Source: an optimization exercise on an open RTL-to-GDS flow (aim: small area and few clock cycles per item). Production flows keep margins and buffers that such runs may drop. The RTL was checked by simulation tests, not by an equivalence proof against the original design.

<file path="flow/design.v">
package tbs_pkg;
  localparam int CountMax = 65535;
  localparam logic [15:0] CntMax = 16'(CountMax);
  localparam logic [15:0] PosMax = 16'hFFFF;
  localparam logic [30:0] SumMax = 31'h7FFF_FFFF;
  localparam logic [14:0] LowestReset = 15'h7FFF;
  localparam logic [14:0] NormalLimitReset = 15'd464;
  localparam logic [14:0] WarningLimitReset = 15'd704;
  localparam logic [14:0] CriticalLimitReset = 15'd944;
  localparam logic [14:0] TripLevelReset = 15'd720;
  typedef enum logic [1:0] {
    CfgNormalLimit = 2'd0,
    CfgWarningLimit = 2'd1,
    CfgCriticalLimit = 2'd2,
    CfgTripLevel = 2'd3
  } cfg_idx_e;
  typedef enum logic {
    ActSample = 1'b0,
    ActClear = 1'b1
  } action_e;
  typedef struct packed {
    logic              action;
    logic signed [15:0] sample;
  } in_t;
  typedef struct packed {
    logic [14:0] min_seen;
    logic [14:0] max_seen;
    logic [30:0] total;
    logic [15:0] skipped_count;
    logic [15:0] normal_count;
    logic [15:0] warning_count;
    logic [15:0] critical_count;
    logic [15:0] shutdown_count;
    logic        trip_seen;
    logic [15:0] trip_index;
  } out_t;
  typedef struct packed {
    logic [14:0] normal_limit;
    logic [14:0] warning_limit;
    logic [14:0] critical_limit;
    logic [14:0] trip_level;
  } cfg_t;
  localparam out_t StatsReset = {
    LowestReset,   
    15'd0,         
    31'd0,         
    16'd0,         
    16'd0,         
    16'd0,         
    16'd0,         
    16'd0,         
    1'b0,          
    16'd0          
  };
endpackage
import tbs_pkg::*;
module tbs_cfg_regs (
  input  logic        clk_i,
  input  logic        rst_ni,
  input  logic        cfg_we_i,
  input  logic [1:0]  cfg_idx_i,
  input  logic [14:0] cfg_data_i,
  output tbs_pkg::cfg_t        cfg_o
);
  tbs_pkg::cfg_t cfg_d;
  tbs_pkg::cfg_t cfg_q;
  always_comb begin
    cfg_d = cfg_q;
    if (cfg_we_i) begin
      unique case (cfg_idx_i)
        CfgNormalLimit:   cfg_d.normal_limit = cfg_data_i;
        CfgWarningLimit:  cfg_d.warning_limit = cfg_data_i;
        CfgCriticalLimit: cfg_d.critical_limit = cfg_data_i;
        CfgTripLevel:     cfg_d.trip_level = cfg_data_i;
        default:          cfg_d = cfg_q;
      endcase
    end
  end
  always_ff @(posedge clk_i or negedge rst_ni) begin
    if (!rst_ni) begin
      cfg_q <= {NormalLimitReset, WarningLimitReset, CriticalLimitReset, TripLevelReset};
    end else begin
      cfg_q <= cfg_d;
    end
  end
  assign cfg_o = cfg_q;
endmodule
import tbs_pkg::*;
module tbs_stats (
  input  logic clk_i,
  input  logic rst_ni,
  input  logic in_valid_i,
  output logic in_ready_o,
  input  tbs_pkg::in_t  in_data_i,
  input  tbs_pkg::cfg_t cfg_i,
  input  logic res_free_i,
  output logic res_push_o,
  output tbs_pkg::out_t res_data_o
);
  logic        in_valid_q;
  tbs_pkg::in_t         in_q;
  logic        advance;
  tbs_pkg::out_t        stats_d;
  tbs_pkg::out_t        stats_q;
  logic [15:0] pos_d, pos_q;
  logic [14:0] t;
  logic [31:0] sum_wide;
  logic        in_normal, in_warning, in_critical;
  function automatic logic [15:0] sat_inc(input logic [15:0] v);
    sat_inc = (v >= CntMax) ? CntMax : v + 16'd1;
  endfunction
  assign advance    = in_valid_q && res_free_i;
  assign in_ready_o = !in_valid_q || advance;
  assign t        = in_q.sample[14:0];
  assign sum_wide = {1'b0, stats_q.total} + {17'd0, t};
  assign in_normal   = t <= cfg_i.normal_limit;
  assign in_warning  = !in_normal && (t <= cfg_i.warning_limit);
  assign in_critical = !in_normal && !in_warning && (t <= cfg_i.critical_limit);
  always_comb begin
    stats_d = stats_q;
    pos_d   = pos_q;
    if (in_q.action == ActClear) begin
      stats_d = StatsReset;
      pos_d   = 16'd0;
    end else if (in_q.sample[15]) begin
      stats_d.skipped_count = sat_inc(stats_q.skipped_count);
      pos_d = (pos_q >= PosMax) ? PosMax : pos_q + 16'd1;
    end else begin
      if (!stats_q.trip_seen && (t >= cfg_i.trip_level)) begin
        stats_d.trip_seen  = 1'b1;
        stats_d.trip_index = pos_q;
      end
      if (t < stats_q.min_seen) stats_d.min_seen = t;
      if (t > stats_q.max_seen) stats_d.max_seen = t;
      stats_d.total = sum_wide[31] ? SumMax : sum_wide[30:0];
      if (in_normal) begin
        stats_d.normal_count = sat_inc(stats_q.normal_count);
      end else if (in_warning) begin
        stats_d.warning_count = sat_inc(stats_q.warning_count);
      end else if (in_critical) begin
        stats_d.critical_count = sat_inc(stats_q.critical_count);
      end else begin
        stats_d.shutdown_count = sat_inc(stats_q.shutdown_count);
      end
      pos_d = (pos_q >= PosMax) ? PosMax : pos_q + 16'd1;
    end
  end
  always_ff @(posedge clk_i or negedge rst_ni) begin
    if (!rst_ni) begin
      in_valid_q <= 1'b0;
      stats_q    <= StatsReset;
      pos_q      <= 16'd0;
    end else begin
      if (in_ready_o) in_valid_q <= in_valid_i;
      if (advance) begin
        stats_q <= stats_d;
        pos_q   <= pos_d;
      end
    end
  end
  always_ff @(posedge clk_i) begin
    if (in_ready_o && in_valid_i) in_q <= in_data_i;
  end
  assign res_push_o = advance;
  assign res_data_o = stats_d;
endmodule
import tbs_pkg::*;
module tbs_out_reg (
  input  logic clk_i,
  input  logic rst_ni,
  input  logic res_push_i,
  input  tbs_pkg::out_t res_data_i,
  output logic res_free_o,
  output logic out_valid_o,
  input  logic out_ready_i,
  output tbs_pkg::out_t out_data_o
);
  logic out_valid_q;
  tbs_pkg::out_t out_q;
  assign res_free_o = !out_valid_q || out_ready_i;
  always_ff @(posedge clk_i or negedge rst_ni) begin
    if (!rst_ni) begin
      out_valid_q <= 1'b0;
    end else if (res_free_o) begin
      out_valid_q <= res_push_i;
    end
  end
  always_ff @(posedge clk_i) begin
    if (res_push_i) out_q <= res_data_i;
  end
  assign out_valid_o = out_valid_q;
  assign out_data_o  = out_q;
endmodule
import tbs_pkg::*;
module temperature_band_statistics (
  input  logic         clk_i,
  input  logic         rst_ni,
  input  logic         in_valid_i,
  output logic         in_ready_o,
  input  logic [16:0]  in_data_i,
  output logic         out_valid_o,
  input  logic         out_ready_i,
  output logic [157:0] out_data_o,
  input  logic         cfg_we_i,
  input  logic [1:0]   cfg_idx_i,
  input  logic [14:0]  cfg_data_i
);
  tbs_pkg::cfg_t cfg;
  logic res_free;
  logic res_push;
  tbs_pkg::out_t res_data;
  tbs_pkg::in_t  in_data;
  tbs_pkg::out_t out_data;
  assign in_data    = in_data_i;
  assign out_data_o = out_data;
  tbs_cfg_regs u_cfg (
    .clk_i,
    .rst_ni,
    .cfg_we_i,
    .cfg_idx_i,
    .cfg_data_i,
    .cfg_o (cfg)
  );
  tbs_stats u_stats (
    .clk_i,
    .rst_ni,
    .in_valid_i,
    .in_ready_o,
    .in_data_i  (in_data),
    .cfg_i      (cfg),
    .res_free_i (res_free),
    .res_push_o (res_push),
    .res_data_o (res_data)
  );
  tbs_out_reg u_out (
    .clk_i,
    .rst_ni,
    .res_push_i (res_push),
    .res_data_i (res_data),
    .res_free_o (res_free),
    .out_valid_o,
    .out_ready_i,
    .out_data_o (out_data)
  );
endmodule
</file>
<file path="flow/run.sh">
#!/bin/bash
# synth_recipe.tcl (not shown) runs the flow's synth.tcl, then flattens the netlist and writes it again
# the make line also repeats each setting of config.mk as NAME=value (left out here)
make -C /OpenROAD-flow-scripts/flow DESIGN_CONFIG=/design/flow/config.mk WORK_HOME=/design/flow/orfs CLKGATE_MAP_FILE= SYNTH_SCRIPT=/design/flow/synth_recipe.tcl finish
</file>
<file path="flow/config.mk">
export PLATFORM = sky130hd
export DESIGN_NAME = temperature_band_statistics
export DESIGN_NICKNAME = temperature_band_statistics
export VERILOG_FILES = /design/flow/design.v
export SDC_FILE = /design/flow/constraint.sdc
export NUM_CORES = 4
export LEC_CHECK = 0
export CAP_MARGIN = 20
export CORE_MARGIN = 2
export CORE_UTILIZATION = 40
export SLEW_MARGIN = 20
</file>
<file path="flow/constraint.sdc">
create_clock -name core_clock -period 6.0 [get_ports {clk_i}]
set_input_delay 1.2000 -clock core_clock [delete_from_list [all_inputs] [get_ports {clk_i}]]
set_output_delay 1.2000 -clock core_clock [all_outputs]
set_load 0.01 [all_outputs]
</file>
==> metrics.json <==
{
  "max_cap_violations": {"value": 0},
  "final_min_period_over_clock_period": {"value": 0.653},
  "finalWorstPathRequiredPeriod": {"value": 3920, "unit": "ps"},
  "drive_above_1_share": {"value": 0.110},
  "register_bit_total_from_synthesis": {"value": 411},
  "p_int": {"value": 6.13, "unit": "mW"},
  "vias": {"value": 18270},
  "finalNetCount": {"value": 2467},
  "buffer_ports.inserted": {"value": 198},
  "maxSlewViolCount": {"value": 0},
  "clock-root-buffer": {"value": "sky130_fd_sc_hd__clkbuf_16"},
  "synthDominantCellAreaShare": {"value": 0.233},
  "max_freq": {"value": 255, "unit": "MHz"},
  "critical-path-top-delay-family": {"value": "compound AO/OA/AOI/OAI gates"},
  "std_cell_rows": {"value": 87},
  "grt.overflow.total": {"value": 0},
  "report.final.hold_viol_count": {"value": 0},
  "hold_path_depth": {"value": 1},
  "timing.hold.worst.class": {"value": "reg -> reg"},
  "worst_setup_hold_path_clk_slew": {"value": 60, "unit": "ps"},
  "drc_errors": {"value": 0},
  "reg2reg_from": {"value": "u_stats.in_q[5]"},
  "netlist_area": {"value": 22600, "unit": "sq um"},
  "status": {"value": "no timing/DRC/antenna violations"},
  "setup.worst_path.start_class": {"value": "flip-flop"},
  "yosys-top-cells-area": {"value": "sky130_fd_sc_hd__edfxtp_1 23%, sky130_fd_sc_hd__dfrtp_1 23%, sky130_fd_sc_hd__ha_1 6.1%, sky130_fd_sc_hd__a21oi_1 4.1%, sky130_fd_sc_hd__dfstp_2 3.6%"},
  "critPathBufInv": {"value": 0},
  "syn_nets": {"value": 2321},
  "cts_buffers": {"value": 48},
  "clock-skew-final": {"value": 16.3, "unit": "ps"},
  "clock_path_buffers": {"value": 3},
  "r2r_setup_slack": {"value": 2080, "unit": "ps"},
  "cellPowerDensity": {"value": 326, "unit": "nW/um^2"},
  "grt_pass1_wl": {"value": 100000, "unit": "um"},
  "die_y": {"value": 242, "unit": "um"},
  "postLayoutSetupSlackWorst": {"value": 2080, "unit": "ps"},
  "floorplan.die_area": {"value": 58400, "unit": "sq um"},
  "design.core.area": {"value": 56100, "unit": "sq um"},
  "worst_hold_path.endpoint": {"value": "u_cfg.cfg_q[14]"},
  "yosys.area.top_type": {"value": "sky130_fd_sc_hd__edfxtp_1"},
  "design_power_total": {"value": 8.78, "unit": "mW"},
  "vias_per_cell": {"value": 5.87},
  "worst-path-max-fanout": {"value": 15},
  "final_antenna_violating_net_count": {"value": 0},
  "clock_latency_at_the_later_pin_of_the_worst_skew_pair": {"value": 590, "unit": "ps"},
  "antenna_cells_inserted": {"value": 0},
  "place_congestion": {"value": 0.863},
  "timing.critical_path.arrival": {"value": 4420, "unit": "ps"},
  "setup.worst_path.end_class": {"value": "flip-flop"},
  "grt_pass1_vias": {"value": 17588},
  "mostFrequentLayoutCell": {"value": "sky130_fd_sc_hd__dfrtp_1"},
  "dp_worst_setup_slack": {"value": 2160, "unit": "ps"},
  "dominantRegCellSynth": {"value": "sky130_fd_sc_hd__dfrtp_1"},
  "vdd_ir_drop_max": {"value": 0.198, "unit": "mV"},
  "synth_sequential_area_ratio": {"value": 0.496},
  "synth-async-reset-ratio": {"value": 0.574},
  "synth_area_per_cell": {"value": 10.4, "unit": "sq um"},
  "largest_net_degree_at_the_start_of_global_routing": {"value": 106},
  "placed_area": {"value": 25200, "unit": "sq um"},
  "ys_types": {"value": 95},
  "die_width": {"value": 242, "unit": "um"},
  "tightestPinTransition": {"value": 1090, "unit": "ps"},
  "hold_slack": {"value": 506, "unit": "ps"},
  "p_leak": {"value": 10.8, "unit": "nW"},
  "swShare": {"value": 0.302},
  "cts_resized": {"value": 0},
  "grt_setup_unrepaired": {"value": "no"},
  "path_cells": {"value": "ha_1 -> and3_1 -> a21oi_1 -> o21ai_0 -> o31ai_2 -> nand3_1 -> o221a_2"},
  "worstPathRequired": {"value": 6510, "unit": "ps"},
  "synth_cells": {"value": 2171},
  "max-slew-margin-rel": {"value": 0.266},
  "power.sequential.fraction": {"value": 0.418},
  "cts-hold-fix-buffers": {"value": 0},
  "critPathSlowestCell": {"value": "sky130_fd_sc_hd__o31ai_2"},
  "route.detailed.wl_per_inst": {"value": 20.5, "unit": "um"},
  "finalWirelength": {"value": 63700, "unit": "um"},
  "clock_sink_count": {"value": 411},
  "synthesis.yosys.warnings": {"value": 3},
  "layout_common_cells": {"value": "205 x sky130_fd_sc_hd__dfrtp_1, 197 x sky130_fd_sc_hd__clkdlybuf4s50_1, 186 x sky130_fd_sc_hd__a21oi_1"},
  "layout-area-overhead-vs-synth": {"value": 19.2, "unit": "%"},
  "design.portCount": {"value": 199},
  "setup_total_negative_slack": {"value": 0, "unit": "ps"},
  "cts_setup_buffers": {"value": 0},
  "final_setup_viols": {"value": 0},
  "firstDrtPassIters": {"value": 7},
  "timing.hold.worst.start": {"value": "u_cfg.cfg_q[14]"},
  "critical-path-max-stage-delay": {"value": 910, "unit": "ps"},
  "power_frac_comb": {"value": 0.225},
  "place.detailed.hpwl": {"value": 42100, "unit": "um"},
  "detailedRoute.firstIterationViolations": {"value": 1825},
  "power.share.clock": {"value": 0.357},
  "worst-setup-path-type": {"value": "reg -> reg"},
  "r2r-end": {"value": "u_stats.stats_q[155]"},
  "reg2regPathDepth": {"value": 7},
  "grt_antenna_before_repair": {"value": 0},
  "tritoncts": {"value": "done"},
  "number_of_enable_type_register_cells_in_the_synthesized_netlist": {"value": 175},
  "total_switching_power": {"value": 2.65, "unit": "mW"},
  "starting_density_of_the_core": {"value": 0.403},
  "grtUsageTotal": {"value": 0.213},
  "htree_num_levels": {"value": 2},
  "final_design_area_no_fill": {"value": 26900, "unit": "sq um"}
}
[power by group through the flow]
stage	logic [mW]	clock network [mW]	registers, mW
after global routing	2.19	3.32	3.71
after CTS	1.98	3.22	3.66
after floorplan	1.27	0	3.67
after detailed placement	1.97	0	3.71
final	1.98	3.14	3.67
after global placement	1.93	0	3.70
[per-stage QoR]
step / instances / utilization
final: 3113 / 0.480
after global routing: 3113 / 0.480
after CTS: 3113 / 0.480
after detailed placement: 3023 / 0.450
after global placement: 3023 / 0.450
after floorplan: 2171 / -
[area by class of cell]
| class | count | area, sq um |
|---|---|---|
| repair buffers | 228 | 2240 |
| multi-input cells | 1507 | 10400 |
| inverters | 121 | 462 |
| clock inverters | 27 | 347 |
| flip-flops and latches | 411 | 11200 |
| clock buffers | 63 | 1340 |
| fillers | 5124 | 29100 |
| well taps | 756 | 946 |
[cells in the mapped netlist (8+ instances only)]
cell                       number
sky130_fd_sc_hd__a211oi_1      30
sky130_fd_sc_hd__a21o_1        20
sky130_fd_sc_hd__a21oi_1      187
sky130_fd_sc_hd__a221o_1       17
sky130_fd_sc_hd__a311oi_1      31
sky130_fd_sc_hd__a31oi_1       51
sky130_fd_sc_hd__a32o_1        14
sky130_fd_sc_hd__a41o_1        13
sky130_fd_sc_hd__and2_1        25
sky130_fd_sc_hd__and3_1        67
sky130_fd_sc_hd__and4_1        17
sky130_fd_sc_hd__buf_2         24
sky130_fd_sc_hd__clkbuf_1      96
sky130_fd_sc_hd__dfrtp_1      205
sky130_fd_sc_hd__dfstp_2       31
sky130_fd_sc_hd__edfxtp_1     175
sky130_fd_sc_hd__ha_1         110
sky130_fd_sc_hd__inv_1        120
sky130_fd_sc_hd__mux2_2        59
sky130_fd_sc_hd__mux2i_1       45
sky130_fd_sc_hd__nand2_1      131
sky130_fd_sc_hd__nand2b_1      12
sky130_fd_sc_hd__nand3_1       99
sky130_fd_sc_hd__nand4_1       40
sky130_fd_sc_hd__nor2_1       128
sky130_fd_sc_hd__nor3_1        55
sky130_fd_sc_hd__nor3b_1       19
sky130_fd_sc_hd__nor4_1         9
sky130_fd_sc_hd__o211ai_1      18
sky130_fd_sc_hd__o21a_1        16
sky130_fd_sc_hd__o21ai_0      109
sky130_fd_sc_hd__o221a_2       16
sky130_fd_sc_hd__o22a_1        13
sky130_fd_sc_hd__or3_1          8
sky130_fd_sc_hd__xnor2_1       15
sky130_fd_sc_hd__xor2_1        14
[flip-flops by register name, indices dropped and copies added (netlist names)]
signal              flops
u_stats.stats_q       158
u_out.out_q           158
u_stats.pos_q          16
u_cfg.cfg_q            60
u_out.out_valid_q       1
u_stats.in_q           17
u_stats.in_valid_q      1
[routing by layer]
metal / GRT usage / wire length [um]
met5: 0 / 0
met3: 0.0341 / 3760
met2: 0.339 / 29300
met1: 0.295 / 28800
met4: 0.0754 / 1930
[cell families (layout without fill, tap and decap cells)]
| logic type | count (synthesis) | in the layout | synth area share |
|---|---|---|---|
| adder cells (fa/ha/maj) | 111 | 111 | 0.0618 |
| flip-flops | 411 | 411 | 0.496 |
| multiplexers | 104 | 104 | 0.0494 |
| AND/OR/NAND/NOR | 651 | 651 | 0.152 |
| buffers and inverters | 253 | 439 | 0.0454 |
| AO/OA/AOI/OAI | 612 | 612 | 0.184 |
| XOR/XNOR | 29 | 29 | 0.0112 |
[worst reg2reg max path: stages (launching register included)]
cell and delay [ps]:
sky130_fd_sc_hd__edfxtp_1 750, sky130_fd_sc_hd__ha_1 390, sky130_fd_sc_hd__and3_1 170, sky130_fd_sc_hd__a21oi_1 100
sky130_fd_sc_hd__o21ai_0 190, sky130_fd_sc_hd__o31ai_2 910, sky130_fd_sc_hd__nand3_1 830, sky130_fd_sc_hd__o221a_2 500
[how the worst max path moves through the flow]
stage	slack, ps	to	cells past startpoint	startpoint
after floorplan	1250	u_out.out_q[0]	6	out_ready_i
after global placement	2210	u_stats.stats_q[156]	7	u_stats.in_q[1]
after detailed placement	2160	u_stats.stats_q[114]	8	out_ready_i
after CTS	2180	u_stats.stats_q[155]	7	u_stats.in_q[1]
after global routing	2040	u_stats.stats_q[155]	7	u_stats.in_q[5]
final	2080	u_stats.stats_q[155]	7	u_stats.in_q[5]
Testbench counts, summed over its fixed seeds: cycles 32,016, items 32,000.

-- what the ideal ports hide --
The flow's constraints put no driver on any port. The routed layout listed below was extracted and timed again, unchanged, in two steps.
Step 1 sets driving cells, clkbuf_16 on the clock port and buf_2 on the other inputs (assumed; they add their load-dependent delay and slew).
Step 2, shift: input delay + t, output delay - t, t = (earliest + latest rising clock arrival at the registers) / 2. This alone moves slack from input paths to output paths.
Slacks: ideal / step 1 / step 2; pairs: ideal / step 1.
t (ns): 0.643
setup slack, ns: 2.084 / 2.084 / 2.084
hold slack, ns: 0.506 / 0.506 / 0.506
After both steps this run still meets setup and hold. For this run, drivers alone change the setup slack by 0.000 ns; drivers and shift together by 0.000 ns.
